From an optimization exercise on the open Yosys and OpenROAD flow, aimed at a short achievable clock period and few clock cycles per item; shortcuts taken in it are not production practice. Only simulation tests tie the RTL to the original design; equivalence was not proved. Power figures rest on the tool's default switching activity, not on a simulated workload.

==> design.v <==
package rsPkg;
    localparam int DataWidth = 32;   
    localparam int TagWidth  = 4;    
    localparam int NumEntries = 8;
    localparam int SlotWidth  = $clog2(NumEntries);
    localparam int CreditInit = NumEntries;   
    typedef enum logic [2:0] {
        opAdd = 3'd0,
        opSub = 3'd1,
        opAnd = 3'd2,
        opOr  = 3'd3,
        opXor = 3'd4,
        opShl = 3'd5,   
        opShr = 3'd6,   
        opSlt = 3'd7    
    } rsOp;
endpackage
`timescale 1ns/1ps
import rsPkg::*;
module rsPg (
    input  logic a,
    input  logic b,
    input  logic s,
    output logic gN,
    output logic tN
);
    logic bb;
    assign bb = b ^ s;
    assign gN = !(a && bb);
    assign tN = !(a || bb);
endmodule
module rsPgN (
    input  logic a,
    input  logic b,
    input  logic sN,
    output logic gN,
    output logic tN
);
    logic bb;
    assign bb = !(b ^ sN);
    assign gN = !(a && bb);
    assign tN = !(a || bb);
endmodule
module rsPg0 (
    input  logic a,
    input  logic b,
    input  logic s,
    output logic gN
);
    assign gN = !(s ? (a || !b) : (a && b));
endmodule
module rsPreI (
    input  logic gNh,
    input  logic tNh,
    input  logic gNl,
    input  logic tNl,
    output logic g,
    output logic t
);
    assign g = !(gNh && (tNh || gNl));
    assign t = !(tNh || tNl);
endmodule
module rsPreT (
    input  logic gh,
    input  logic th,
    input  logic gl,
    input  logic tl,
    output logic gN,
    output logic tN
);
    assign gN = !(gh || (th && gl));
    assign tN = !(th && tl);
endmodule
module rsPreIg (
    input  logic gNh,
    input  logic tNh,
    input  logic gNl,
    output logic g
);
    assign g = !(gNh && (tNh || gNl));
endmodule
module rsPreTg (
    input  logic gh,
    input  logic th,
    input  logic gl,
    output logic gN
);
    assign gN = !(gh || (th && gl));
endmodule
module rsInv (
    input  logic a,
    output logic y
);
    assign y = !a;
endmodule
module rsEarly (
    input  logic e1,
    input  logic e0,
    input  logic fwd,
    input  logic ex,
    output logic f1N,
    output logic f0N
);
    assign f1N = !((e1 && fwd) || ex);
    assign f0N = !((e0 && fwd) || ex);
endmodule
module rsGate (
    input  logic lN,
    input  logic rN,
    input  logic flN,   
    input  logic frN,   
    input  logic f1N,
    input  logic f0N,
    output logic x1N,
    output logic x0N
);
    assign x1N = (lN || flN) && (rN || frN) && f1N;
    assign x0N = (lN || flN) && (rN || frN) && f0N;
endmodule
module rsMuxI (
    input  logic s,
    input  logic a1N,
    input  logic a0N,
    output logic y
);
    assign y = !(s ? a1N : a0N);
endmodule
module rsCand #(
    parameter bit Lt = 1'b0
) (
    input  logic       a,
    input  logic       b,
    input  logic [3:0] tt1,
    input  logic [3:0] tt0,
    input  logic       lt,
    input  logic       a31,
    input  logic       b31,
    output logic       e1,
    output logic       e0
);
    assign e1 = (a ? (b ? tt1[3] : tt1[2]) : (b ? tt1[1] : tt1[0])) ||
                (Lt && lt && a31 && !b31);
    assign e0 = (a ? (b ? tt0[3] : tt0[2]) : (b ? tt0[1] : tt0[0])) ||
                (Lt && lt && (a31 || !b31));
endmodule
module rsMxI (
    input  logic s,
    input  logic a1,
    input  logic a0,
    output logic y
);
    assign y = !(s ? a1 : a0);
endmodule
module rsMxZI (
    input  logic s,
    input  logic a0,
    output logic y
);
    assign y = !(!s && a0);
endmodule
module rsMxOI (
    input  logic s,
    input  logic a0,
    output logic y
);
    assign y = !(s || a0);
endmodule
module rsShift (
    input  logic [DataWidth-1:0] a,
    input  logic [4:0]           sl,
    input  logic [4:0]           sr,
    output logic [DataWidth-1:0] lN,
    output logic [DataWidth-1:0] rN
);
    localparam int N = DataWidth;
    logic [N-1:0] vl [6];
    logic [N-1:0] vr [6];
    assign vl[0] = a;
    assign vr[0] = a;
    for (genvar m = 0; m < 5; m++) begin : gLvl
        localparam int D = 1 << m;
        localparam bit InvIn = (m % 2 == 1);
        for (genvar i = 0; i < N; i++) begin : gBit
            if (i >= D) begin : gLm
                rsMxI mInst (.s(sl[m]), .a1(vl[m][i-D]), .a0(vl[m][i]), .y(vl[m+1][i]));
            end else begin : gLf
                if (!InvIn) begin : gZ
                    rsMxZI mInst (.s(sl[m]), .a0(vl[m][i]), .y(vl[m+1][i]));
                end else begin : gO
                    rsMxOI mInst (.s(sl[m]), .a0(vl[m][i]), .y(vl[m+1][i]));
                end
            end
            if (i + D < N) begin : gRm
                rsMxI mInst (.s(sr[m]), .a1(vr[m][i+D]), .a0(vr[m][i]), .y(vr[m+1][i]));
            end else begin : gRf
                if (!InvIn) begin : gZ
                    rsMxZI mInst (.s(sr[m]), .a0(vr[m][i]), .y(vr[m+1][i]));
                end else begin : gO
                    rsMxOI mInst (.s(sr[m]), .a0(vr[m][i]), .y(vr[m+1][i]));
                end
            end
        end
    end
    assign lN = vl[5];
    assign rN = vr[5];
endmodule
module rsFwd (
    input  logic [TagWidth-1:0] t,
    input  logic [TagWidth-1:0] r,     
    input  logic                rv,    
    output logic                imm,
    output logic                bus,
    output logic                fwd
);
    assign imm = (t == '0);
    assign bus = !imm && rv && (t == r);
    assign fwd = !imm && !(rv && (t == r));
endmodule
module rsAlu #(
    parameter int K  = 5,   
    parameter int KS = 3    
) (
    input  logic [DataWidth-1:0]      a,
    input  logic [DataWidth-1:0]      b,
    input  logic                      sub,
    input  logic                      subN,   
    input  logic [1:0][3:0]           tt,     
    input  logic [3:0]                tt0,    
    input  logic [4:0]                sl,     
    input  logic [4:0]                sr,
    input  logic                      lt,
    input  logic [K-1:0][3:0]         fwd,
    input  logic [K-1:0][3:0]         flN,    
    input  logic [K-1:0][3:0]         frN,    
    input  logic [K-1:0][DataWidth-1:0] ex,
    output logic [K-1:0][DataWidth-1:0] y
);
    localparam int N = DataWidth;
    localparam int L = $clog2(DataWidth);
    logic [N-1:0] g [L+1];
    logic [N-1:0] t [L+1];
    logic [N-1:0] c;
    rsPg0 pg0Inst (.a(a[0]), .b(b[0]), .s(sub), .gN(g[0][0]));
    assign t[0][0] = 1'b0;   
    for (genvar i = 1; i < N; i++) begin : gPg
        if (i < N / 2) begin : gLo
            rsPg pgInst (.a(a[i]), .b(b[i]), .s(sub), .gN(g[0][i]), .tN(t[0][i]));
        end else begin : gHi
            rsPgN pgInst (.a(a[i]), .b(b[i]), .sN(subN), .gN(g[0][i]), .tN(t[0][i]));
        end
    end
    for (genvar l = 1; l <= L; l++) begin : gLevel
        localparam int D = 1 << (l - 1);
        for (genvar i = 0; i < N; i++) begin : gBit
            if (i < D) begin : gPass
                rsInv invInst (.a(g[l-1][i]), .y(g[l][i]));
                assign t[l][i] = 1'b0;
            end else if (i < 2 * D) begin : gLast
                if (l % 2 == 1) begin : gI
                    rsPreIg preInst (.gNh(g[l-1][i]), .tNh(t[l-1][i]), .gNl(g[l-1][i-D]),
                                     .g(g[l][i]));
                end else begin : gT
                    rsPreTg preInst (.gh(g[l-1][i]), .th(t[l-1][i]), .gl(g[l-1][i-D]),
                                     .gN(g[l][i]));
                end
                assign t[l][i] = 1'b0;
            end else begin : gNode
                if (l % 2 == 1) begin : gI
                    rsPreI preInst (.gNh(g[l-1][i]), .tNh(t[l-1][i]), .gNl(g[l-1][i-D]),
                                    .tNl(t[l-1][i-D]), .g(g[l][i]), .t(t[l][i]));
                end else begin : gT
                    rsPreT preInst (.gh(g[l-1][i]), .th(t[l-1][i]), .gl(g[l-1][i-D]),
                                    .tl(t[l-1][i-D]), .gN(g[l][i]), .tN(t[l][i]));
                end
            end
        end
    end
    assign c = {g[L][N-2:0], sub};
    logic [N-1:0] shlN, shrN;
    rsShift shiftInst (.a(a), .sl(sl), .sr(sr), .lN(shlN), .rN(shrN));
    logic [K*N-1:0] yf;
    assign y = yf;
    for (genvar j = 0; j < N; j++) begin : gOb
        logic e1, e0, cs;
        assign cs = (j == 0) ? c[N-1] : c[j];
        if (j == 0) begin : gCand0
            rsCand #(.Lt(1'b1)) candInst (
                .a (a[j]), .b (b[j]), .tt1 (tt0), .tt0 (tt0),
                .lt (lt), .a31 (a[N-1]), .b31 (b[N-1]), .e1 (e1), .e0 (e0)
            );
        end else begin : gCandN
            rsCand #(.Lt(1'b0)) candInst (
                .a (a[j]), .b (b[j]), .tt1 (tt[1]), .tt0 (tt[0]),
                .lt (lt), .a31 (a[N-1]), .b31 (b[N-1]), .e1 (e1), .e0 (e0)
            );
        end
        for (genvar k = 0; k < K; k++) begin : gOut
            if (k < KS || j < 5) begin : gUsed
                logic f1N, f0N, x1N, x0N, yb;
                rsEarly earlyInst (.e1(e1), .e0(e0), .fwd(fwd[k][j/8]), .ex(ex[k][j]),
                                   .f1N(f1N), .f0N(f0N));
                rsGate gateInst (.lN(shlN[j]), .rN(shrN[j]), .flN(flN[k][j/8]),
                                 .frN(frN[k][j/8]), .f1N(f1N), .f0N(f0N), .x1N(x1N), .x0N(x0N));
                rsMuxI muxInst (.s(cs), .a1N(x1N), .a0N(x0N), .y(yb));
                assign yf[k*N+j] = yb;
            end else begin : gUnused
                assign yf[k*N+j] = 1'b0;
            end
        end
    end
endmodule
`timescale 1ns/1ps
import rsPkg::*;
module rsTop (
    input  logic                 clk,
    input  logic                 reset,
    input  logic                 flush,
    input  logic                 inValid,
    input  logic [2:0]           inOp,
    input  logic [TagWidth-1:0]  inDestTag,
    input  logic [TagWidth-1:0]  inTagA,
    input  logic [DataWidth-1:0] inValA,
    input  logic [TagWidth-1:0]  inTagB,
    input  logic [DataWidth-1:0] inValB,
    output logic                 creditReturn,
    output logic                 resultValid,
    output logic [TagWidth-1:0]  resultTag,
    output logic [DataWidth-1:0] resultData
);
    logic                 exValid;
    logic [TagWidth-1:0]  exTag;
    logic [DataWidth-1:0] exA;
    logic [DataWidth-1:0] exB;
    logic                 exSub;   
    logic                 exSubN;  
    logic                 exAdd, exSubOp, exLogic, exSlt;
    logic                 exShlN, exShrN;   
    logic [3:0]           exLt;    
    logic [3:0]           inLt;
    logic [3:0]           immA, immB, busA, busB, fwdA, fwdB;   
    logic [4:0]           exSl;    
    logic [4:0]           exSr;    
    logic                 inShl, inShr;
    logic [4:0][3:0]      fwd;     
    logic [4:0][3:0]      flN, frN;  
    logic [4:0][DataWidth-1:0] ex;
    logic [4:0][DataWidth-1:0] aluY;
    always_comb begin
        case (inOp)
            opAnd:   inLt = 4'b1000;
            opOr:    inLt = 4'b1110;
            opXor:   inLt = 4'b0110;
            default: inLt = 4'b0000;
        endcase
    end
    for (genvar q = 0; q < 4; q++) begin : gByte
        rsFwd fwdAInst (.t(inTagA), .r(resultTag), .rv(resultValid),
                        .imm(immA[q]), .bus(busA[q]), .fwd(fwdA[q]));
        rsFwd fwdBInst (.t(inTagB), .r(resultTag), .rv(resultValid),
                        .imm(immB[q]), .bus(busB[q]), .fwd(fwdB[q]));
    end
    assign inShl = (inOp == opShl);
    assign inShr = (inOp == opShr);
    assign fwd[0] = '1;
    assign fwd[1] = fwdA;
    assign fwd[2] = fwdB;
    assign fwd[3] = fwdB & {4{inShl}};
    assign fwd[4] = fwdB & {4{inShr}};
    assign flN[0] = {4{exShlN}};
    assign frN[0] = {4{exShrN}};
    for (genvar k = 1; k < 5; k++) begin : gShSel
        assign flN[k] = ~fwd[k] | {4{exShlN}};
        assign frN[k] = ~fwd[k] | {4{exShrN}};
    end
    assign ex[0] = '0;
    for (genvar j = 0; j < DataWidth; j++) begin : gEx
        assign ex[1][j] = (immA[j/8] & inValA[j]) | (busA[j/8] & resultData[j]);
        assign ex[2][j] = (immB[j/8] & inValB[j]) | (busB[j/8] & resultData[j]);
    end
    assign ex[3] = ex[2] & {DataWidth{inShl}};
    assign ex[4] = ex[2] & {DataWidth{inShr}};
    logic [1:0][3:0] tt;
    logic [3:0]      tt0;
    for (genvar e = 0; e < 4; e++) begin : gEntry
        localparam logic P = (e == 1) || (e == 2);
        for (genvar v = 0; v < 2; v++) begin : gCarry
            assign tt[v][e] = (exLogic && exLt[e]) || (exAdd && (P ^ v)) ||
                              (exSubOp && !(P ^ v));
        end
        assign tt0[e] = (exLogic && exLt[e]) || ((exAdd || exSubOp) && P);
    end
    rsAlu aluInst (
        .a   (exA),
        .b   (exB),
        .sub (exSub),
        .subN(exSubN),
        .tt  (tt),
        .tt0 (tt0),
        .sl  (exSl),
        .sr  (exSr),
        .lt  (exSlt),
        .fwd (fwd),
        .flN (flN),
        .frN (frN),
        .ex  (ex),
        .y   (aluY)
    );
    always_ff @(posedge clk) begin
        if (reset || flush) begin
            exValid <= 1'b0;
        end else begin
            exValid <= inValid;
        end
        exTag    <= inDestTag;
        exSub    <= (inOp == opSub) || (inOp == opSlt);
        exSubN   <= !((inOp == opSub) || (inOp == opSlt));
        exAdd    <= (inOp == opAdd);
        exSubOp  <= (inOp == opSub);
        exShlN   <= !(inOp == opShl);
        exShrN   <= !(inOp == opShr);
        exLogic  <= (inOp == opAnd) || (inOp == opOr) || (inOp == opXor);
        exSlt    <= (inOp == opSlt);
        exLt     <= inLt;
        exA      <= aluY[1];
        exB      <= aluY[2];
        exSl     <= aluY[3][4:0];
        exSr     <= aluY[4][4:0];
    end
    always_ff @(posedge clk) begin
        if (reset || flush) begin
            resultValid <= 1'b0;
        end else begin
            resultValid <= exValid;
        end
        resultTag  <= exTag;
        resultData <= aluY[0];
    end
    assign creditReturn = exValid;
endmodule
==> run.sh <==
#!/bin/bash
# synth_recipe.tcl (not shown) runs the flow's synth.tcl, then flattens the netlist and writes it again
# the make line also repeats each setting of config.mk as NAME=value (left out here)
make -C /OpenROAD-flow-scripts/flow DESIGN_CONFIG=/design/flow/config.mk WORK_HOME=/design/flow/orfs CLKGATE_MAP_FILE= SYNTH_SCRIPT=/design/flow/synth_recipe.tcl finish
==> config.mk <==
export PLATFORM = sky130hd
export DESIGN_NAME = rsTop
export DESIGN_NICKNAME = rsTop
export VERILOG_FILES = /design/flow/design.v
export SDC_FILE = /design/flow/constraint.sdc
export NUM_CORES = 4
export LEC_CHECK = 0
export CAP_MARGIN = 20
export CORE_MARGIN = 2
export CORE_UTILIZATION = 40
export PLACE_DENSITY = 0.55
export SETUP_SLACK_MARGIN = 3
export SLEW_MARGIN = 20
export SYNTH_HIERARCHICAL = 1
export SYNTH_MINIMUM_KEEP_SIZE = 0
==> constraint.sdc <==
create_clock -name core_clock -period 5.0 [get_ports {clk}]
set_input_delay 1.0000 -clock core_clock [delete_from_list [all_inputs] [get_ports {clk}]]
set_output_delay 1.0000 -clock core_clock [all_outputs]
set_load 0.01 [all_outputs]
==> results of run 1 <==
## through the flow
stage          hold slack (ns)  setup WS [ns]
2_1_floorplan            0.310           2.57
3_3_place_gp             0.312          0.881
3_5_place_dp             0.314          0.969
4_1_cts                  0.326           2.71
5_1_grt                  0.330           2.50
6_report                 0.323           2.56
## timing repair
action | 4_1_cts | 5_1_grt
endpoints found under the setup margin | 144 | 108
gates cloned | 10 | 1
hold endpoints to repair | 0 | 0
buffers inserted | 121 | 29
pin swaps | 46 | 31
gates resized for setup | 605 | 150
## critical path: cells and delay by family, from the launching register on
family / cells / cell delay [ns]
muxes: 6 / 1.25
buffers and inverters: 3 / 0.45
DFF: 1 / 0.44
AOI/OAI and AO/OA: 1 / 0.16
## area by class of cell
cell class,count,area [sq um],share of cell area (%)
well taps,532,666,2.92
flip-flops and latches,126,2690,11.8
multi-input cells,1552,15700,69.1
clock inverters,14,135,0.593
clock buffers,18,429,1.88
repair buffers,281,2830,12.4
inverters,73,294,1.29
## metal layers
metal | wire (microns) | GRT usage (%)
met1 | 28200 | 39.9
met2 | 31100 | 48.6
met3 | 5120 | 5.82
met4 | 3600 | 14.9
met5 | 0 | 0
## path summary, 6_finish.rpt
| kind | start | endpoint | depth (start not counted) |
|---|---|---|---|
| worst max-delay path | exSr[0]$_DFF_P_ | exSl[1]$_DFF_P_ | 10 |
| worst max register to register | exSr[0]$_DFF_P_ | exSl[1]$_DFF_P_ | 10 |
| worst min register to register | exTag[1]$_DFF_P_ | resultTag[1]$_DFF_P_ | 0 |
| worst min-delay path | exTag[1]$_DFF_P_ | resultTag[1]$_DFF_P_ | 0 |
## cells in the final DEF, fill, tap and decap left out, types with 30 or more instances in the layout
cell type	count
buf_2	30
buf_12	33
a21oi_1	105
nand2b_1	30
o21ai_2	54
mux2i_2	70
mux2i_1	228
mux2i_4	67
o221a_1	212
a21oi_2	150
a22o_1	33
mux4_1	43
dfxtp_1	39
nor2_1	47
nor2_2	36
conb_1	130
dfxtp_2	64
clkdlybuf4s50_1	74
buf_4	117
nor2_4	31
xnor2_1	40
inv_1	56
nand2_1	68
## state kept, by name, summed over array words and instances (netlist names)
signal,flops
exShlN,1
exValid,1
exA,32
exSl,5
exTag,4
exLt,2
resultTag,4
exSubN,1
exLogic,1
resultValid,1
exShrN,1
exB,32
exSlt,1
resultData,32
exSr,5
exAdd,1
exSub,1
exSubOp,1
## report_power, final
group | internal (mW) | switching (mW) | leakage, nW
Combinational | 3.25 | 4.11 | 6.43
Clock | 0.688 | 0.588 | 0.272
Sequential | 1.41 | 0.747 | 1.07
Total | 5.35 | 5.45 | 7.77
==> results.cfg, run 1 <==
[placement]
dp.cells = 2403
dpl_cell_area_sq_um = 18400
dp_hpwl_microns = 44400
globalplace.congestion = 0.918
port_buffers = 120

[synth]
syn_avg_cell_area_sq_um = 9.50
synth_area_sq_um = 16600
yosysWarnings = 16
syn_inst = 1743

[clock_network]
cts_hold_repair.buffers = 0
clk_latency_ns = 0.50
clk_pin_slew_ns = 0.07
cts_buffer_depth = 2
cts_tree = yes
clock_sinks = 126
cts-root-buf = clkbuf_16
cts_made_buffers = 17
htree_levels = 4

[critical_path]
required_ns = 5.37
crit_chain = buf_12 -> mux2i_2 -> mux2i_2 -> mux2i_2 -> mux2i_2 -> mux2i_4 -> buf_12 -> buf_16 -> o221a_1 -> mux2i_1
end_kind = flip-flop
cp_max_fo = 16
start_kind = flip-flop
critPathMaxStageDelay_ns = 0.44
cpMaxStageDelayCell = dfxtp_4
path_common_cell = mux2i_2
worstSetupPathType = flip-flop to flip-flop
arrival_ns = 2.81
ff2ff_setup_slack_ns = 2.56

[floorplanning]
coreArea_sq_um = 40800
initial_utilization_pct = 40.6
num_io_pins = 121
dieHeight_microns = 208
die_width_microns = 208
rows = 74
die_area_sq_um = 43100

[timing]
finalMaxSlewViolations = 0
rsz0062_at_grt = yes
fin_crit_ns = 2.44
skew_ns = 0.0170
finalHoldViolations = 0
setup_tns_ns = 0
slew_headroom_pct = 49.7
final-setup-viol-count = 0
fin_crit_sh_pct = 48.7
max_slew.worst_pin.slew_ns = 0.754
fmax_mhz = 410

[global_route]
grt_pass1_vias = 15600
grt-ovfl-total = 0
grt_pass1_wl_microns = 100000
antenna_found_initial = 1
grtUsageTotal_pct = 30.6
grt_start_max_net_pins = 73

[outcome]
status = finished clean

[route]
postRouteAntennaNets = 0
drcViolationCount = 0
wire_per_inst_microns = 26.2
vias = 16300
vias_per_cell = 6.27
drt-pass1-iter-count = 6
routed_wl_microns = 68000
drtIter0Drc = 1398

[power_and_ir_drop]
total_power_mw = 10.8
powerDensity_nw_per_um2 = 474
power_leakage_nw = 7.77
ir_worst_vdd_v = 0.000282

[final_layout]
drive_gt1_share_pct = 44.4
diodes = 0
final_util_pct = 55.8
fin_nets = 2134
final_cells = 2596
fillerInstances = 3566
finish.instance_area_sq_um = 22800
area_growth_pct = 37.5

[worst_hold_path]
timing.hold.worst.class = flip-flop to flip-flop

[flow_run]
maxCapViolCount = 0
Testbench counts, summed over its fixed seeds: cycles 3,216, items 3,200.
==> inputs of run 2 (changes only) <==
--- a/design.v
+++ b/design.v
@@ -119,2 +119,15 @@
 endmodule
+module rsGateP (
+    input  logic lN,
+    input  logic rN,
+    input  logic flN,
+    input  logic frN,
+    input  logic f1N,
+    input  logic f0N,
+    output logic x1,
+    output logic x0
+);
+    assign x1 = !((lN || flN) && (rN || frN) && f1N);
+    assign x0 = !((lN || flN) && (rN || frN) && f0N);
+endmodule
 module rsMuxI (
@@ -160,2 +173,16 @@
 endmodule
+module rsMxZIn (
+    input  logic sN,
+    input  logic a0,
+    output logic y
+);
+    assign y = !(sN && a0);
+endmodule
+module rsMxOIn (
+    input  logic sN,
+    input  logic a0,
+    output logic y
+);
+    assign y = sN && !a0;
+endmodule
 module rsMxOI (
@@ -171,2 +198,4 @@
     input  logic [4:0]           sr,
+    input  logic [4:0]           slN,
+    input  logic [4:0]           srN,
     output logic [DataWidth-1:0] lN,
@@ -184,3 +213,7 @@
             if (i >= D) begin : gLm
-                rsMxI mInst (.s(sl[m]), .a1(vl[m][i-D]), .a0(vl[m][i]), .y(vl[m+1][i]));
+                if (i < N / 2) begin : gT
+                    rsMxI mInst (.s(sl[m]), .a1(vl[m][i-D]), .a0(vl[m][i]), .y(vl[m+1][i]));
+                end else begin : gN
+                    rsMxI mInst (.s(slN[m]), .a1(vl[m][i]), .a0(vl[m][i-D]), .y(vl[m+1][i]));
+                end
             end else begin : gLf
@@ -193,8 +226,12 @@
             if (i + D < N) begin : gRm
-                rsMxI mInst (.s(sr[m]), .a1(vr[m][i+D]), .a0(vr[m][i]), .y(vr[m+1][i]));
+                if (i < N / 2) begin : gT
+                    rsMxI mInst (.s(sr[m]), .a1(vr[m][i+D]), .a0(vr[m][i]), .y(vr[m+1][i]));
+                end else begin : gN
+                    rsMxI mInst (.s(srN[m]), .a1(vr[m][i]), .a0(vr[m][i+D]), .y(vr[m+1][i]));
+                end
             end else begin : gRf
                 if (!InvIn) begin : gZ
-                    rsMxZI mInst (.s(sr[m]), .a0(vr[m][i]), .y(vr[m+1][i]));
+                    rsMxZIn mInst (.sN(srN[m]), .a0(vr[m][i]), .y(vr[m+1][i]));
                 end else begin : gO
-                    rsMxOI mInst (.s(sr[m]), .a0(vr[m][i]), .y(vr[m+1][i]));
+                    rsMxOIn mInst (.sN(srN[m]), .a0(vr[m][i]), .y(vr[m+1][i]));
                 end
@@ -219,4 +256,5 @@
 module rsAlu #(
-    parameter int K  = 5,   
-    parameter int KS = 3    
+    parameter int K  = 7,   
+    parameter int KS = 3,   
+    parameter int KI = 5    
 ) (
@@ -230,2 +268,4 @@
     input  logic [4:0]                sr,
+    input  logic [4:0]                slN,    
+    input  logic [4:0]                srN,
     input  logic                      lt,
@@ -279,3 +319,3 @@
     logic [N-1:0] shlN, shrN;
-    rsShift shiftInst (.a(a), .sl(sl), .sr(sr), .lN(shlN), .rN(shrN));
+    rsShift shiftInst (.a(a), .sl(sl), .sr(sr), .slN(slN), .srN(srN), .lN(shlN), .rN(shrN));
     logic [K*N-1:0] yf;
@@ -301,4 +341,11 @@
                                    .f1N(f1N), .f0N(f0N));
-                rsGate gateInst (.lN(shlN[j]), .rN(shrN[j]), .flN(flN[k][j/8]),
-                                 .frN(frN[k][j/8]), .f1N(f1N), .f0N(f0N), .x1N(x1N), .x0N(x0N));
+                if (k < KI) begin : gTrue
+                    rsGate gateInst (.lN(shlN[j]), .rN(shrN[j]), .flN(flN[k][j/8]),
+                                     .frN(frN[k][j/8]), .f1N(f1N), .f0N(f0N),
+                                     .x1N(x1N), .x0N(x0N));
+                end else begin : gInv
+                    rsGateP gateInst (.lN(shlN[j]), .rN(shrN[j]), .flN(flN[k][j/8]),
+                                      .frN(frN[k][j/8]), .f1N(f1N), .f0N(f0N),
+                                      .x1(x1N), .x0(x0N));
+                end
                 rsMuxI muxInst (.s(cs), .a1N(x1N), .a0N(x0N), .y(yb));
@@ -342,7 +389,9 @@
     logic [4:0]           exSr;    
+    logic [4:0]           exSlN;   
+    logic [4:0]           exSrN;
     logic                 inShl, inShr;
-    logic [4:0][3:0]      fwd;     
-    logic [4:0][3:0]      flN, frN;  
-    logic [4:0][DataWidth-1:0] ex;
-    logic [4:0][DataWidth-1:0] aluY;
+    logic [6:0][3:0]      fwd;     
+    logic [6:0][3:0]      flN, frN;  
+    logic [6:0][DataWidth-1:0] ex;
+    logic [6:0][DataWidth-1:0] aluY;
     always_comb begin
@@ -368,5 +417,7 @@
     assign fwd[4] = fwdB & {4{inShr}};
+    assign fwd[5] = fwd[3];
+    assign fwd[6] = fwd[4];
     assign flN[0] = {4{exShlN}};
     assign frN[0] = {4{exShrN}};
-    for (genvar k = 1; k < 5; k++) begin : gShSel
+    for (genvar k = 1; k < 7; k++) begin : gShSel
         assign flN[k] = ~fwd[k] | {4{exShlN}};
@@ -381,2 +432,4 @@
     assign ex[4] = ex[2] & {DataWidth{inShr}};
+    assign ex[5] = ex[3];
+    assign ex[6] = ex[4];
     logic [1:0][3:0] tt;
@@ -400,2 +453,4 @@
         .sr  (exSr),
+        .slN (exSlN),
+        .srN (exSrN),
         .lt  (exSlt),
@@ -427,2 +482,4 @@
         exSr     <= aluY[4][4:0];
+        exSlN    <= aluY[5][4:0];
+        exSrN    <= aluY[6][4:0];
     end
--- a/config.mk
+++ b/config.mk
@@ -9,4 +9,4 @@
 export CORE_MARGIN = 2
-export CORE_UTILIZATION = 40
-export PLACE_DENSITY = 0.55
+export CORE_UTILIZATION = 25
+export PLACE_DENSITY = 0.45
 export SETUP_SLACK_MARGIN = 3
==> results.cfg, run 2 <==
[final_layout]
area_growth_pct = 42.1
seqCellArea_sq_um = 2900
top_regs = exA (32), exB (32), resultData (32)
mostFrequentLayoutCells = mux2i_1 (242), o221a_1 (212), a21oi_2 (168), conb_1 (130), buf_4 (130)
drive_gt1_share_pct = 45.3
multiInputGateArea_sq_um = 16400
final_common_cell = mux2i_1
fin_nets = 2231
fillerInstances = 6818

[critical_path]
reg2reg_from = exSrN[0]$_DFF_P_
cpMaxStageDelayCell = dfxtp_4
required_ns = 5.35
ff2ff_setup_slack_ns = 2.57
end_kind = flip-flop
start_kind = flip-flop
cp_max_fo = 8
arrival_ns = 2.78
crit_chain = buf_12 -> mux2i_4 -> mux2i_1 -> mux2i_1 -> buf_4 -> mux2i_4 -> buf_6 -> mux2i_4 -> o221a_1 -> mux2i_1
reg2reg_depth = 10
worstSetupPathType = flip-flop to flip-flop
critPathMaxStageDelay_ns = 0.40
timing.rr.end = exSl[3]$_DFF_P_

[floorplanning]
rows = 96
die_width_microns = 267
die_area_sq_um = 71300
num_io_pins = 121
dieHeight_microns = 267
initial_utilization_pct = 25.2
coreArea_sq_um = 68600

[timing]
fmax_mhz = 412
finalHoldViolations = 0
fin_crit_ns = 2.43
skew_ns = 0.0173
fin_crit_sh_pct = 48.6
finalWorstSetupSlack_ns = 2.57
slew_headroom_pct = 9.00
final-setup-viol-count = 0
rsz0062_at_grt = yes
max_slew.worst_pin.slew_ns = 1.36
setup_tns_ns = 0
finalMaxSlewViolations = 0

[global_route]
grt_pass1_vias = 16500
grt_pass1_wl_microns = 113000
grt_start_max_net_pins = 41
grtUsageTotal_pct = 21.5
antenna_found_initial = 2
grt-ovfl-total = 0

[route]
drtIter0Drc = 1332
drt-pass1-iter-count = 6
vias_per_cell = 5.52
drcViolationCount = 0
wire_per_inst_microns = 25.2
routed_wl_microns = 77900
vias = 17100
postRouteAntennaNets = 0

[synth]
synth_area_sq_um = 17300
syn_avg_cell_area_sq_um = 9.54
syn_inst = 1813
yosysWarnings = 16

[worst_hold_path]
min_to = resultTag[0]$_DFF_P_
whs_path_depth = 0
worstHoldStart = exTag[0]$_DFF_P_
timing.hold.worst.class = flip-flop to flip-flop

[outcome]
status = finished clean

[power_and_ir_drop]
power_leakage_nw = 9.02
ir_worst_vdd_v = 0.000358
powerDensity_nw_per_um2 = 474

[clock_network]
cts_made_buffers = 17
cts_hold_repair.buffers = 0
clk_latency_ns = 0.51
clk_pin_slew_ns = 0.06
htree_levels = 4
cts_tree = yes
cts-root-buf = clkbuf_16
clock_sinks = 136
cts_buffer_depth = 2

[flow_run]
maxCapViolCount = 0

[placement]
dp_worst_setup_slack_ns = 1.06
port_buffers = 120
globalplace.congestion = 0.950
dp_hpwl_microns = 52200
run 2: worst max-delay path, delay by kind of cell, from the launching register on:
| family | cells | cell delay [ns] |
|---|---|---|
| compound gates | 1 | 0.26 |
| buf+inv | 3 | 0.52 |
| mux | 6 | 1.07 |
| flops | 1 | 0.40 |
run 2: metrics by stage:
stage / hold WS [ns] / std cells / power [mW] / utilization (%) / area (sq um)
after floorplan: 0.310 / 1941 / 6.28 / - / 18000
after global placement: 0.313 / 2873 / 7.67 / 28.5 / 19600
after detailed placement: 0.312 / 2874 / 7.73 / 28.5 / 19600
after CTS: 0.325 / 3062 / 11.0 / 34.5 / 23700
after global routing: 0.330 / 3092 / 12.1 / 35.8 / 24600
final: 0.324 / 3093 / 11.6 / 35.8 / 24600
run 2: worst max path at each step:
stage	startpoint	endpoint	slack, ns	depth (start not counted)
2_1_floorplan	inTagB[2]	exSl[0]$_DFF_P_	2.48	8
3_3_place_gp	inTagA[0]	exA[23]$_DFF_P_	0.60	8
3_5_place_dp	inTagB[3]	exB[26]$_DFF_P_	1.06	9
4_1_cts	exSrN[0]$_DFF_P_	resultData[6]$_DFF_P_	2.73	9
5_1_grt	exSrN[0]$_DFF_P_	exSl[3]$_DFF_P_	2.46	10
6_report	exSrN[0]$_DFF_P_	exSl[3]$_DFF_P_	2.57	10
run 2: layout make-up:
| type | instances | share of cell area, % |
|---|---|---|
| Multi-Input combinational cell | 1614 | 66.7 |
| Timing Repair Buffer | 305 | 12.7 |
| Sequential cell | 136 | 11.8 |
| Tap cell | 931 | 4.74 |
| Clock buffer | 22 | 1.98 |
| Inverter | 73 | 1.29 |
| Clock inverter | 10 | 0.764 |
| Timing Repair inverter | 1 | 0.0662 |
| Antenna cell | 1 | 0.0102 |
run 2: layer usage:
metal | up-vias | GRT usage [%] | share of wire (%)
met5 | - | 0 | 0
met4 | 0 | 10.5 | 4.6
li1 | 7773 | - | -
met3 | 128 | 3.50 | 5.5
met1 | 8508 | 28.0 | 44
met2 | 651 | 34.6 | 46
run 2: repair_timing:
action                                  4_1_cts  5_1_grt
cloned                                       21        2
endpoints found under the setup margin      154      126
setup buffers                               135       28
resized for setup                           702      138
hold endpoints to repair                      0        0
pin swaps                                    48       29
run 2: power breakdown:
part           leakage [nW]  internal [mW]  switching (mW)  total (mW)
Sequential             1.15           1.50           0.785        2.29
Clock                 0.322          0.941           0.599        1.54
Combinational          7.55           3.51            4.31        7.82
Total                  9.02           5.95            5.69        11.6
Testbench counts of run 2, summed over its fixed seeds: cycles 3,216, items 3,200.
==> inputs of run 3 (changes only) <==
--- a/design.v
+++ b/design.v
@@ -19,18 +19,21 @@
 import rsPkg::*;
-module rsPg (
+module rsPgPre (
     input  logic a,
     input  logic b,
-    input  logic s,
-    output logic gN,
-    output logic tN
-);
-    logic bb;
-    assign bb = b ^ s;
-    assign gN = !(a && bb);
-    assign tN = !(a || bb);
+    output logic g,     
+    output logic gI,    
+    output logic t,     
+    output logic tI     
+);
+    assign g  = a && b;
+    assign gI = a && !b;
+    assign t  = a || b;
+    assign tI = a || !b;
 endmodule
-module rsPgN (
-    input  logic a,
-    input  logic b,
-    input  logic sN,
+module rsPgSel (
+    input  logic s,
+    input  logic g,
+    input  logic gI,
+    input  logic t,
+    input  logic tI,
     output logic gN,
@@ -38,6 +41,4 @@
 );
-    logic bb;
-    assign bb = !(b ^ sN);
-    assign gN = !(a && bb);
-    assign tN = !(a || bb);
+    assign gN = !(s ? gI : g);
+    assign tN = !(s ? tI : t);
 endmodule
@@ -119,15 +120,2 @@
 endmodule
-module rsGateP (
-    input  logic lN,
-    input  logic rN,
-    input  logic flN,
-    input  logic frN,
-    input  logic f1N,
-    input  logic f0N,
-    output logic x1,
-    output logic x0
-);
-    assign x1 = !((lN || flN) && (rN || frN) && f1N);
-    assign x0 = !((lN || flN) && (rN || frN) && f0N);
-endmodule
 module rsMuxI (
@@ -173,4 +161,4 @@
 endmodule
-module rsMxZIn (
-    input  logic sN,
+module rsMxOI (
+    input  logic s,
     input  logic a0,
@@ -178,17 +166,75 @@
 );
-    assign y = !(sN && a0);
+    assign y = !(s || a0);
 endmodule
-module rsMxOIn (
-    input  logic sN,
-    input  logic a0,
+module rsAoi22 (
+    input  logic a,
+    input  logic b,
+    input  logic c,
+    input  logic d,
     output logic y
 );
-    assign y = sN && !a0;
+    assign y = !((a && b) || (c && d));
 endmodule
-module rsMxOI (
-    input  logic s,
-    input  logic a0,
+module rsNand2 (
+    input  logic a,
+    input  logic b,
     output logic y
 );
-    assign y = !(s || a0);
+    assign y = !(a && b);
+endmodule
+module rsDec2 (
+    input  logic [1:0] s,
+    output logic [3:0] d
+);
+    assign d = 4'b1 << s;
+endmodule
+module rsShiftDir #(
+    parameter bit Left = 1'b1
+) (
+    input  logic [DataWidth-1:0] a,
+    input  logic [4:0]           s,
+    output logic [DataWidth-1:0] yN
+);
+    localparam int N = DataWidth;
+    logic [3:0]   dA, dB;
+    logic [N-1:0] tA, tB;
+    rsDec2 decAInst (.s(s[1:0]), .d(dA));
+    rsDec2 decBInst (.s(s[3:2]), .d(dB));
+    logic [N-1:0] a1, a2, a3, b4, b8, b12, c16;
+    if (Left) begin : gL
+        assign a1  = a << 1;
+        assign a2  = a << 2;
+        assign a3  = a << 3;
+        assign b4  = tA << 4;
+        assign b8  = tA << 8;
+        assign b12 = tA << 12;
+        assign c16 = tB << 16;
+    end else begin : gR
+        assign a1  = a >> 1;
+        assign a2  = a >> 2;
+        assign a3  = a >> 3;
+        assign b4  = tA >> 4;
+        assign b8  = tA >> 8;
+        assign b12 = tA >> 12;
+        assign c16 = tB >> 16;
+    end
+    for (genvar i = 0; i < N; i++) begin : gA
+        logic n0, n1;
+        rsAoi22 aoi0Inst (.a(dA[0]), .b(a[i]), .c(dA[1]), .d(a1[i]), .y(n0));
+        rsAoi22 aoi1Inst (.a(dA[2]), .b(a2[i]), .c(dA[3]), .d(a3[i]), .y(n1));
+        rsNand2 nandInst (.a(n0), .b(n1), .y(tA[i]));
+    end
+    for (genvar i = 0; i < N; i++) begin : gB
+        logic n0, n1;
+        rsAoi22 aoi0Inst (.a(dB[0]), .b(tA[i]), .c(dB[1]), .d(b4[i]), .y(n0));
+        rsAoi22 aoi1Inst (.a(dB[2]), .b(b8[i]), .c(dB[3]), .d(b12[i]), .y(n1));
+        rsNand2 nandInst (.a(n0), .b(n1), .y(tB[i]));
+    end
+    for (genvar i = 0; i < N; i++) begin : gC
+        if ((Left && i >= 16) || (!Left && i < 16)) begin : gM
+            rsMxI mInst (.s(s[4]), .a1(c16[i]), .a0(tB[i]), .y(yN[i]));
+        end else begin : gF
+            rsMxZI mInst (.s(s[4]), .a0(tB[i]), .y(yN[i]));
+        end
+    end
 endmodule
@@ -198,4 +244,2 @@
     input  logic [4:0]           sr,
-    input  logic [4:0]           slN,
-    input  logic [4:0]           srN,
     output logic [DataWidth-1:0] lN,
@@ -203,41 +247,4 @@
 );
-    localparam int N = DataWidth;
-    logic [N-1:0] vl [6];
-    logic [N-1:0] vr [6];
-    assign vl[0] = a;
-    assign vr[0] = a;
-    for (genvar m = 0; m < 5; m++) begin : gLvl
-        localparam int D = 1 << m;
-        localparam bit InvIn = (m % 2 == 1);
-        for (genvar i = 0; i < N; i++) begin : gBit
-            if (i >= D) begin : gLm
-                if (i < N / 2) begin : gT
-                    rsMxI mInst (.s(sl[m]), .a1(vl[m][i-D]), .a0(vl[m][i]), .y(vl[m+1][i]));
-                end else begin : gN
-                    rsMxI mInst (.s(slN[m]), .a1(vl[m][i]), .a0(vl[m][i-D]), .y(vl[m+1][i]));
-                end
-            end else begin : gLf
-                if (!InvIn) begin : gZ
-                    rsMxZI mInst (.s(sl[m]), .a0(vl[m][i]), .y(vl[m+1][i]));
-                end else begin : gO
-                    rsMxOI mInst (.s(sl[m]), .a0(vl[m][i]), .y(vl[m+1][i]));
-                end
-            end
-            if (i + D < N) begin : gRm
-                if (i < N / 2) begin : gT
-                    rsMxI mInst (.s(sr[m]), .a1(vr[m][i+D]), .a0(vr[m][i]), .y(vr[m+1][i]));
-                end else begin : gN
-                    rsMxI mInst (.s(srN[m]), .a1(vr[m][i]), .a0(vr[m][i+D]), .y(vr[m+1][i]));
-                end
-            end else begin : gRf
-                if (!InvIn) begin : gZ
-                    rsMxZIn mInst (.sN(srN[m]), .a0(vr[m][i]), .y(vr[m+1][i]));
-                end else begin : gO
-                    rsMxOIn mInst (.sN(srN[m]), .a0(vr[m][i]), .y(vr[m+1][i]));
-                end
-            end
-        end
-    end
-    assign lN = vl[5];
-    assign rN = vr[5];
+    rsShiftDir #(.Left(1'b1)) leftInst  (.a(a), .s(sl), .yN(lN));
+    rsShiftDir #(.Left(1'b0)) rightInst (.a(a), .s(sr), .yN(rN));
 endmodule
@@ -256,5 +263,4 @@
 module rsAlu #(
-    parameter int K  = 7,   
-    parameter int KS = 3,   
-    parameter int KI = 5    
+    parameter int K  = 5,   
+    parameter int KS = 3    
 ) (
@@ -268,4 +274,2 @@
     input  logic [4:0]                sr,
-    input  logic [4:0]                slN,    
-    input  logic [4:0]                srN,
     input  logic                      lt,
@@ -286,5 +290,11 @@
         if (i < N / 2) begin : gLo
-            rsPg pgInst (.a(a[i]), .b(b[i]), .s(sub), .gN(g[0][i]), .tN(t[0][i]));
+            logic gp, gpI, tp, tpI;
+            rsPgPre preInst (.a(a[i]), .b(b[i]), .g(gp), .gI(gpI), .t(tp), .tI(tpI));
+            rsPgSel selInst (.s(sub), .g(gp), .gI(gpI), .t(tp), .tI(tpI),
+                             .gN(g[0][i]), .tN(t[0][i]));
         end else begin : gHi
-            rsPgN pgInst (.a(a[i]), .b(b[i]), .sN(subN), .gN(g[0][i]), .tN(t[0][i]));
+            logic gp, gpI, tp, tpI;
+            rsPgPre preInst (.a(a[i]), .b(b[i]), .g(gp), .gI(gpI), .t(tp), .tI(tpI));
+            rsPgSel selInst (.s(subN), .g(gpI), .gI(gp), .t(tpI), .tI(tp),
+                             .gN(g[0][i]), .tN(t[0][i]));
         end
@@ -319,3 +329,3 @@
     logic [N-1:0] shlN, shrN;
-    rsShift shiftInst (.a(a), .sl(sl), .sr(sr), .slN(slN), .srN(srN), .lN(shlN), .rN(shrN));
+    rsShift shiftInst (.a(a), .sl(sl), .sr(sr), .lN(shlN), .rN(shrN));
     logic [K*N-1:0] yf;
@@ -341,11 +351,4 @@
                                    .f1N(f1N), .f0N(f0N));
-                if (k < KI) begin : gTrue
-                    rsGate gateInst (.lN(shlN[j]), .rN(shrN[j]), .flN(flN[k][j/8]),
-                                     .frN(frN[k][j/8]), .f1N(f1N), .f0N(f0N),
-                                     .x1N(x1N), .x0N(x0N));
-                end else begin : gInv
-                    rsGateP gateInst (.lN(shlN[j]), .rN(shrN[j]), .flN(flN[k][j/8]),
-                                      .frN(frN[k][j/8]), .f1N(f1N), .f0N(f0N),
-                                      .x1(x1N), .x0(x0N));
-                end
+                rsGate gateInst (.lN(shlN[j]), .rN(shrN[j]), .flN(flN[k][j/8]),
+                                 .frN(frN[k][j/8]), .f1N(f1N), .f0N(f0N), .x1N(x1N), .x0N(x0N));
                 rsMuxI muxInst (.s(cs), .a1N(x1N), .a0N(x0N), .y(yb));
@@ -389,9 +392,7 @@
     logic [4:0]           exSr;    
-    logic [4:0]           exSlN;   
-    logic [4:0]           exSrN;
     logic                 inShl, inShr;
-    logic [6:0][3:0]      fwd;     
-    logic [6:0][3:0]      flN, frN;  
-    logic [6:0][DataWidth-1:0] ex;
-    logic [6:0][DataWidth-1:0] aluY;
+    logic [4:0][3:0]      fwd;     
+    logic [4:0][3:0]      flN, frN;  
+    logic [4:0][DataWidth-1:0] ex;
+    logic [4:0][DataWidth-1:0] aluY;
     always_comb begin
@@ -417,7 +418,5 @@
     assign fwd[4] = fwdB & {4{inShr}};
-    assign fwd[5] = fwd[3];
-    assign fwd[6] = fwd[4];
     assign flN[0] = {4{exShlN}};
     assign frN[0] = {4{exShrN}};
-    for (genvar k = 1; k < 7; k++) begin : gShSel
+    for (genvar k = 1; k < 5; k++) begin : gShSel
         assign flN[k] = ~fwd[k] | {4{exShlN}};
@@ -432,4 +431,2 @@
     assign ex[4] = ex[2] & {DataWidth{inShr}};
-    assign ex[5] = ex[3];
-    assign ex[6] = ex[4];
     logic [1:0][3:0] tt;
@@ -453,4 +450,2 @@
         .sr  (exSr),
-        .slN (exSlN),
-        .srN (exSrN),
         .lt  (exSlt),
@@ -482,4 +477,2 @@
         exSr     <= aluY[4][4:0];
-        exSlN    <= aluY[5][4:0];
-        exSrN    <= aluY[6][4:0];
     end
==> results.cfg, run 3 <==
[critical_path]
arrival_ns = 2.69
cpMaxStageDelayCell = dfxtp_4
critPathBufInv = 4
reg2reg_from = exSub$_DFF_P_
worstSetupPathType = flip-flop to flip-flop
cp_max_fo = 8
required_ns = 5.38
path_common_cell = o21ai_4
setup.worst_path.start = exSub$_DFF_P_
crit_chain = buf_8 -> buf_16 -> mux2i_4 -> o21ai_4 -> a21oi_2 -> o21ai_2 -> buf_4 -> a21oi_4 -> o21ai_4 -> buf_12 -> mux2i_2
critPathMaxStageDelay_ns = 0.39
end_kind = flip-flop
start_kind = flip-flop
path_delay_family = compound AO/OA/AOI/OAI gates

[placement]
globalplace.congestion = 0.902
dp.cells = 3152
dpl_cell_area_sq_um = 21900
port_buffers = 120
dp_worst_setup_slack_ns = 1.11
dp_hpwl_microns = 57700

[timing]
fmax_mhz = 432
setup_tns_ns = 0
slew_headroom_pct = 41.9
fin_crit_sh_pct = 46.3
finalMaxSlewViolations = 0
whs_ns = 0.327
fin_crit_ns = 2.32
finalHoldViolations = 0
max_slew.worst_pin.slew_ns = 0.871
skew_ns = 0.0182
final-setup-viol-count = 0
rsz0062_at_grt = yes
finalWorstSetupSlack_ns = 2.68

[global_route]
grt_pass1_wl_microns = 129000
antenna_found_initial = 4
grt_start_max_net_pins = 39
grt_pass1_vias = 18400
grt-ovfl-total = 0
grtUsageTotal_pct = 22.4

[final_layout]
fin_nets = 2496
top_regs = exA (32), exB (32), resultData (32)
finish.instance_area_sq_um = 26700
drive_gt1_share_pct = 55.5
mostFrequentLayoutCells = a22oi_2 (262), o221a_1 (212), conb_1 (190), a21oi_2 (163), buf_4 (128)
fillerInstances = 7534
area_growth_pct = 41.7
final_cells = 3396
final_common_cell = a22oi_2

[power_and_ir_drop]
powerDensity_nw_per_um2 = 461
power_leakage_nw = 9.19
ir_worst_vdd_v = 0.000200

[route]
postRouteAntennaNets = 0
routed_wl_microns = 89700
vias_per_cell = 5.63
drcViolationCount = 0
drt-pass1-iter-count = 5
drtIter0Drc = 1658
wire_per_inst_microns = 26.4
vias = 19100

[outcome]
status = finished clean

[synth]
syn_inst = 1979
syn_avg_cell_area_sq_um = 9.53
yosysWarnings = 11
synth_area_sq_um = 18900

[clock_network]
cts_hold_repair.buffers = 0
clock_sinks = 126
cts_made_buffers = 17
clk_latency_ns = 0.50
clk_pin_slew_ns = 0.08
cts_buffer_depth = 2
cts-root-buf = clkbuf_16
htree_levels = 4
cts_tree = yes

[floorplanning]
die_area_sq_um = 77700
num_io_pins = 121
rows = 100
coreArea_sq_um = 74600
initial_utilization_pct = 25.3
dieHeight_microns = 279
die_width_microns = 279

[worst_hold_path]
timing.hold.worst.class = flip-flop to flip-flop
worstHoldStart = exTag[3]$_DFF_P_

[flow_run]
maxCapViolCount = 0
[run 3: cell types whose count changed in the layout (fill, tap and decap cells not counted), moves of 29 or more]
cell | previous run | this run
or2_1 | 0 | 30
and2_2 | 1 | 33
mux2i_1 | 242 | 117
nand2_2 | 17 | 94
a21oi_1 | 115 | 86
mux4_2 | 18 | 47
nand2b_1 | 9 | 50
a22oi_2 | 5 | 262
mux2i_2 | 54 | 22
mux4_1 | 46 | 17
conb_1 | 130 | 190
[run 3: layout make-up]
class / count / area, sq um / area share [%]
diodes: 1 / 2.50 / 0.00936
clock buffers: 17 / 425 / 1.59
clock inverters: 15 / 164 / 0.613
inverters: 73 / 312 / 1.17
multi-input cells: 1866 / 18200 / 68.1
flip-flops and latches: 126 / 2750 / 10.3
well taps: 969 / 1210 / 4.54
repair buffers: 329 / 3670 / 13.7
[run 3: what timing repair did]
| action | in CTS | in global routing |
|---|---|---|
| cloned | 30 | 3 |
| setup buffers | 154 | 24 |
| gates resized for setup | 689 | 160 |
| endpoints found under the setup margin | 144 | 106 |
| pin swaps | 81 | 62 |
[run 3: power breakdown]
group | leakage (nW) | internal (mW) | switching (mW)
Clock | 0.278 | 0.740 | 0.616
Combinational | 7.83 | 3.84 | 4.88
Sequential | 1.08 | 1.44 | 0.817
[run 3: worst paths after layout]
kind	endpoint	slack (ns)	depth (start not counted)
max	exB[29]$_DFF_P_	2.68	11
min	resultTag[3]$_DFF_P_	0.33	0
max reg2reg	exB[29]$_DFF_P_	2.68	11
min reg2reg	resultTag[3]$_DFF_P_	0.33	0
[run 3: stage by stage]
stage	power (mW)	utilization (%)
after floorplan	7.03	-
after global placement	8.66	29.3
after detailed placement	8.75	29.4
after CTS	11.8	34.6
after global routing	12.9	35.8
final	12.3	35.8
[run 3: per-layer routing]
layer  vias to the layer above  part of all wire, %  routed length [microns]  GRT usage, %
li1                       8629                    -                        -             -
met1                      9691                   45                    40000          30.1
met2                       677                   46                    40900          35.8
met3                       120                  6.0                     5360          3.47
met4                         0                  3.8                     3450          9.10
met5                         -                    0                        0             0
Testbench counts of run 3, summed over its fixed seeds: cycles 3,216, items 3,200.
==> inputs of run 4 (changes only) <==
--- a/design.v
+++ b/design.v
@@ -328,2 +328,5 @@
     assign c = {g[L][N-2:0], sub};
+    logic c31b;
+    rsPreIg c31Inst (.gNh(g[L-1][N-2]), .tNh(t[L-1][N-2]), .gNl(g[L-1][N-2-(1<<(L-1))]),
+                     .g(c31b));
     logic [N-1:0] shlN, shrN;
@@ -334,3 +337,3 @@
         logic e1, e0, cs;
-        assign cs = (j == 0) ? c[N-1] : c[j];
+        assign cs = (j == 0) ? c31b : c[j];
         if (j == 0) begin : gCand0
==> results.cfg, run 4 <==
[outcome]
status = finished clean

[global_route]
grt-ovfl-total = 0
grtUsageTotal_pct = 21.8
grt_pass1_wl_microns = 126000
grt_pass1_vias = 18000
antenna_found_initial = 2
grt_start_max_net_pins = 40

[clock_network]
clk_pin_slew_ns = 0.07
cts_hold_repair.buffers = 0
cts_buffer_depth = 2
clock_sinks = 126
cts_tree = yes
clk_latency_ns = 0.50
htree_levels = 4
cts_made_buffers = 17
cts-root-buf = clkbuf_16

[critical_path]
path_delay_family = compound AO/OA/AOI/OAI gates
cp_max_fo = 7
path_common_cell = o21ai_4
worstSetupPathType = flip-flop to flip-flop
cpMaxStageDelayCell = dfxtp_4
start_kind = flip-flop
critPathBufInv = 3
critPathMaxStageDelay_ns = 0.36
crit_chain = buf_6 -> buf_16 -> mux2i_4 -> o21ai_4 -> a21oi_2 -> o21ai_2 -> a21oi_4 -> buf_12 -> o21ai_4 -> mux2i_1
required_ns = 5.43
arrival_ns = 2.72
end_kind = flip-flop

[power_and_ir_drop]
total_power_mw = 12.1
powerDensity_nw_per_um2 = 459
power_leakage_nw = 9.09
ir_worst_vdd_v = 0.000293

[floorplanning]
die_width_microns = 279
dieHeight_microns = 279
rows = 100
coreArea_sq_um = 74600
initial_utilization_pct = 25.3
num_io_pins = 121
die_area_sq_um = 77700

[timing]
fin_crit_sh_pct = 45.6
max_slew.worst_pin.slew_ns = 0.828
finalMaxSlewViolations = 0
fin_crit_ns = 2.28
skew_ns = 0.0196
rsz0062_at_grt = yes
fmax_mhz = 438
setup_tns_ns = 0
final-setup-viol-count = 0
slew_headroom_pct = 44.8
finalHoldViolations = 0
finalWorstSetupSlack_ns = 2.72

[final_layout]
drive_gt1_share_pct = 54.8
top_regs = exA (32), exB (32), resultData (32)
mostFrequentLayoutCells = a22oi_2 (262), o221a_1 (212), conb_1 (190), a21oi_2 (172), buf_4 (145)
final_common_cell = a22oi_2
fillerInstances = 7614
final_util_pct = 35.2
area_growth_pct = 39.2
fin_nets = 2497

[placement]
port_buffers = 120
dp_hpwl_microns = 57800
dp_worst_setup_slack_ns = 1.29
globalplace.congestion = 0.906

[route]
drt-pass1-iter-count = 7
drtIter0Drc = 1624
wire_per_inst_microns = 25.9
vias = 18900
vias_per_cell = 5.57
postRouteAntennaNets = 0
drcViolationCount = 0
routed_wl_microns = 87800

[worst_hold_path]
timing.hold.worst.class = flip-flop to flip-flop

[synth]
synth_area_sq_um = 18900
syn_avg_cell_area_sq_um = 9.53
syn_inst = 1980
yosysWarnings = 11

[flow_run]
maxCapViolCount = 0
-- run 4: worst paths after layout --
check	from	end	slack (ns)	cells after the start
max	exSub$_DFF_P_	exA[31]$_DFF_P_	2.72	10
min	exTag[2]$_DFF_P_	resultTag[2]$_DFF_P_	0.32	0
max reg2reg	exSub$_DFF_P_	exA[31]$_DFF_P_	2.72	10
min reg2reg	exTag[2]$_DFF_P_	resultTag[2]$_DFF_P_	0.32	0
-- run 4: metrics by stage --
step                      instance area [sq um]  hold WS (ns)  instances
after detailed placement                  21900         0.312       3156
after global routing                      26300         0.332       3396
final                                     26300         0.324       3397
after global placement                    21800         0.310       3154
after CTS                                 25100         0.324       3339
after floorplan                           20100         0.310       2166
-- run 4: cell type report --
class / instances / area, sq um / area share [%]
timing repair inverter: 1 / 7.51 / 0.0286
clock inverter: 10 / 113 / 0.429
tap: 969 / 1210 / 4.62
antenna: 1 / 2.50 / 0.00953
timing repair buffer: 333 / 3490 / 13.3
clock buffer: 22 / 474 / 1.81
inverter: 73 / 299 / 1.14
multi-input combinational: 1862 / 17900 / 68.2
sequential: 126 / 2750 / 10.5
-- run 4: layer usage --
| metal | wire [microns] | global-route usage, % | up-vias |
|---|---|---|---|
| met5 | 0 | 0 | - |
| met3 | 5460 | 3.35 | 121 |
| met2 | 39800 | 34.5 | 636 |
| met4 | 2780 | 7.39 | 0 |
| met1 | 39700 | 30.2 | 9524 |
| li1 | - | - | 8632 |
-- run 4: worst reg2reg max path, delay by kind of cell, from the launching register on --
kind,cells,cell delay (ns)
mux,2,0.45
flops,1,0.36
compound gates,5,0.95
buf+inv,3,0.46
-- run 4: report_power, final --
| group | leakage (nW) | switching [mW] | internal [mW] |
|---|---|---|---|
| sequential | 1.08 | 0.759 | 1.45 |
| clock | 0.286 | 0.580 | 0.770 |
| combinational | 7.73 | 4.79 | 3.72 |
| total | 9.09 | 6.13 | 5.93 |
-- run 4: what timing repair did --
item / in CTS / in global routing
gates cloned: 21 / 5
setup endpoints to repair: 144 / 106
pin swaps: 34 / 41
gates resized for setup: 602 / 196
setup buffers: 130 / 52
Testbench counts of run 4, summed over its fixed seeds: cycles 3,216, items 3,200.
==> inputs of run 5 (changes only) <==
--- a/design.v
+++ b/design.v
@@ -388,6 +388,5 @@
     logic                 exSubN;  
-    logic                 exAdd, exSubOp, exLogic, exSlt;
+    logic                 exSlt;
     logic                 exShlN, exShrN;   
-    logic [3:0]           exLt;    
-    logic [3:0]           inLt;
+    logic [3:0]           inLt;    
     logic [3:0]           immA, immB, busA, busB, fwdA, fwdB;   
@@ -434,4 +433,8 @@
     assign ex[4] = ex[2] & {DataWidth{inShr}};
-    logic [1:0][3:0] tt;
-    logic [3:0]      tt0;
+    logic [1:0][3:0] tt, inTt;
+    logic [3:0]      tt0, inTt0;
+    logic            inAdd, inSub, inLogic;
+    assign inAdd   = (inOp == opAdd);
+    assign inSub   = (inOp == opSub);
+    assign inLogic = (inOp == opAnd) || (inOp == opOr) || (inOp == opXor);
     for (genvar e = 0; e < 4; e++) begin : gEntry
@@ -439,6 +442,6 @@
         for (genvar v = 0; v < 2; v++) begin : gCarry
-            assign tt[v][e] = (exLogic && exLt[e]) || (exAdd && (P ^ v)) ||
-                              (exSubOp && !(P ^ v));
+            assign inTt[v][e] = (inLogic && inLt[e]) || (inAdd && (P ^ v)) ||
+                                (inSub && !(P ^ v));
         end
-        assign tt0[e] = (exLogic && exLt[e]) || ((exAdd || exSubOp) && P);
+        assign inTt0[e] = (inLogic && inLt[e]) || ((inAdd || inSub) && P);
     end
@@ -469,9 +472,7 @@
         exSubN   <= !((inOp == opSub) || (inOp == opSlt));
-        exAdd    <= (inOp == opAdd);
-        exSubOp  <= (inOp == opSub);
         exShlN   <= !(inOp == opShl);
         exShrN   <= !(inOp == opShr);
-        exLogic  <= (inOp == opAnd) || (inOp == opOr) || (inOp == opXor);
         exSlt    <= (inOp == opSlt);
-        exLt     <= inLt;
+        tt       <= inTt;
+        tt0      <= inTt0;
         exA      <= aluY[1];
==> results.cfg, run 5 <==
[outcome]
status = finished clean

[synth]
synth_area_sq_um = 18900
yosysWarnings = 11
syn_avg_cell_area_sq_um = 9.55
syn_inst = 1984

[placement]
port_buffers = 120
dp_hpwl_microns = 57700
globalplace.congestion = 0.879

[route]
routed_wl_microns = 83100
postRouteAntennaNets = 0
vias_per_cell = 5.53
vias = 18700
wire_per_inst_microns = 24.5
drtIter0Drc = 1372
drcViolationCount = 0
drt-pass1-iter-count = 6

[final_layout]
diodes = 0
mostFrequentLayoutCells = a22oi_2 (262), o221a_1 (212), conb_1 (190), a21oi_2 (153), buf_4 (136)
top_regs = exA (32), exB (32), resultData (32)
fin_nets = 2493
area_growth_pct = 39.7
drive_gt1_share_pct = 51.3
final_common_cell = a22oi_2

[clock_network]
clk_pin_slew_ns = 0.07
cts_made_buffers = 17
clock_sinks = 129
cts_tree = yes
cts_buffer_depth = 2
cts-root-buf = clkbuf_16
clk_latency_ns = 0.50
htree_levels = 4
cts_hold_repair.buffers = 0

[floorplanning]
die_area_sq_um = 78000
die_width_microns = 279
rows = 100
num_io_pins = 121
coreArea_sq_um = 74700
initial_utilization_pct = 25.4
dieHeight_microns = 279

[timing]
fmax_mhz = 432
fin_crit_ns = 2.31
rsz0062_at_grt = yes
skew_ns = 0.0120
finalMaxSlewViolations = 0
setup_tns_ns = 0
slew_headroom_pct = 29.5
finalHoldViolations = 0
whs_ns = 0.328
fin_crit_sh_pct = 46.3
final-setup-viol-count = 0
max_slew.worst_pin.slew_ns = 1.06

[power_and_ir_drop]
powerDensity_nw_per_um2 = 613
power_leakage_nw = 9.47
ir_worst_vdd_v = 0.000356

[critical_path]
end_kind = flip-flop
arrival_ns = 2.72
required_ns = 5.41
cp_max_fo = 13
start_kind = flip-flop
worstSetupPathType = flip-flop to flip-flop

[global_route]
grt_pass1_vias = 18300
grt_pass1_wl_microns = 123000
grtUsageTotal_pct = 20.9
grt-ovfl-total = 0
grt_start_max_net_pins = 63
antenna_found_initial = 0

[flow_run]
maxCapViolCount = 0

[worst_hold_path]
timing.hold.worst.class = flip-flop to flip-flop
[run 5: changes by cell type in the layout (fill, tap and decap cells not counted), moves of 10 or more]
cell	before	now
a21oi_1	86	104
mux4_1	14	62
mux4_2	50	2
nand2_2	74	94
a21oi_2	172	153
nand2_1	100	78
dfxtp_1	32	42
[run 5: power breakdown]
group / internal (mW) / switching, mW / total (mW)
registers: 1.57 / 0.939 / 2.50
logic: 5.50 / 6.90 / 12.4
clock network: 0.728 / 0.592 / 1.32
[run 5: final cells by class]
| class | count | area (sq um) |
|---|---|---|
| well taps | 969 | 1210 |
| inverters | 74 | 300 |
| clock inverters | 14 | 141 |
| flip-flops and latches | 129 | 2790 |
| clock buffers | 18 | 429 |
| multi-input cells | 1850 | 17900 |
| repair buffers | 338 | 3730 |
| fillers | 7438 | 48200 |
[run 5: per-stage QoR]
stage	worst slack, ns	total power, mW	area, sq um	cells	utilization [%]
finish	2.69	16.2	26500	3392	35.4
global route	2.64	17.0	26500	3392	35.4
CTS	2.77	15.7	26000	3365	34.8
detailed placement	1.32	12.0	22000	3160	29.4
global placement	1.34	11.8	21900	3156	29.3
floorplan	2.57	9.77	20200	2170	-
[run 5: timing repair]
action | in CTS | in global routing
gates resized for setup | 637 | 73
gates cloned | 20 | 1
endpoints found under the setup margin | 144 | 116
pin swaps | 84 | 66
buffers inserted | 153 | 26
[run 5: worst paths after layout]
| path | start | end | slack (ns) | depth (start not counted) |
|---|---|---|---|---|
| worst max register to register | exSub$_DFF_P_ | resultData[27]$_DFF_P_ | 2.69 | 10 |
| worst min-delay path | exTag[1]$_DFF_P_ | resultTag[1]$_DFF_P_ | 0.33 | 0 |
| worst max-delay path | exSub$_DFF_P_ | resultData[27]$_DFF_P_ | 2.69 | 10 |
| worst min register to register | exTag[1]$_DFF_P_ | resultTag[1]$_DFF_P_ | 0.33 | 0 |
[run 5: critical path, stage by stage (launching register included)]
cell,delay [ns]
dfxtp_4,0.37
buf_12,0.19
buf_12,0.14
mux2i_4,0.39
o21ai_2,0.14
a21oi_4,0.17
o21ai_2,0.11
a21oi_4,0.24
o21ai_4,0.08
buf_12,0.14
mux2i_2,0.21
[run 5: routing by layer]
metal,vias up,GRT usage [%],share of wire (%)
met1,9485,28.5,47
met2,519,34.6,47
met4,0,5.56,2.4
met5,-,0,0
li1,8651,-,-
met3,86,2.90,4.0
Testbench counts of run 5, summed over its fixed seeds: cycles 3,216, items 3,200.

## re-timing with driven ports
In the flow no input, the clock included, has a driving cell. The finished layouts below were timed again as built, in two steps.
Step 1 sets driving cells, clkbuf_16 on the clock port and buf_2 on the other inputs (assumed; they add their load-dependent delay and slew).
Step 2 times the ports against the registers' clock, not the clock port: input delays grow and output delays shrink by t, the midpoint of the rising clock arrivals with the driver on.
Slacks: ideal ports / drivers / drivers and shift; pairs: ideal ports / drivers.
run	t, ns	setup slack, ns	hold slack, ns
run 1	0.546	2.563 / 2.563 / 2.193	0.323 / 0.323 / 0.323
run 2	0.560	2.572 / 2.572 / 2.205	0.324 / 0.324 / 0.324
run 3	0.552	2.684 / 2.684 / 2.215	0.327 / 0.327 / 0.327
run 4	0.559	2.718 / 2.718 / 2.240	0.324 / 0.324 / 0.324
run 5	0.555	2.686 / 2.686 / 2.268	0.328 / 0.328 / 0.328
After both steps setup and hold are still met in every run listed. For run 4, which loses most, drivers alone change the setup slack by 0.000 ns; drivers and shift together by -0.478 ns.
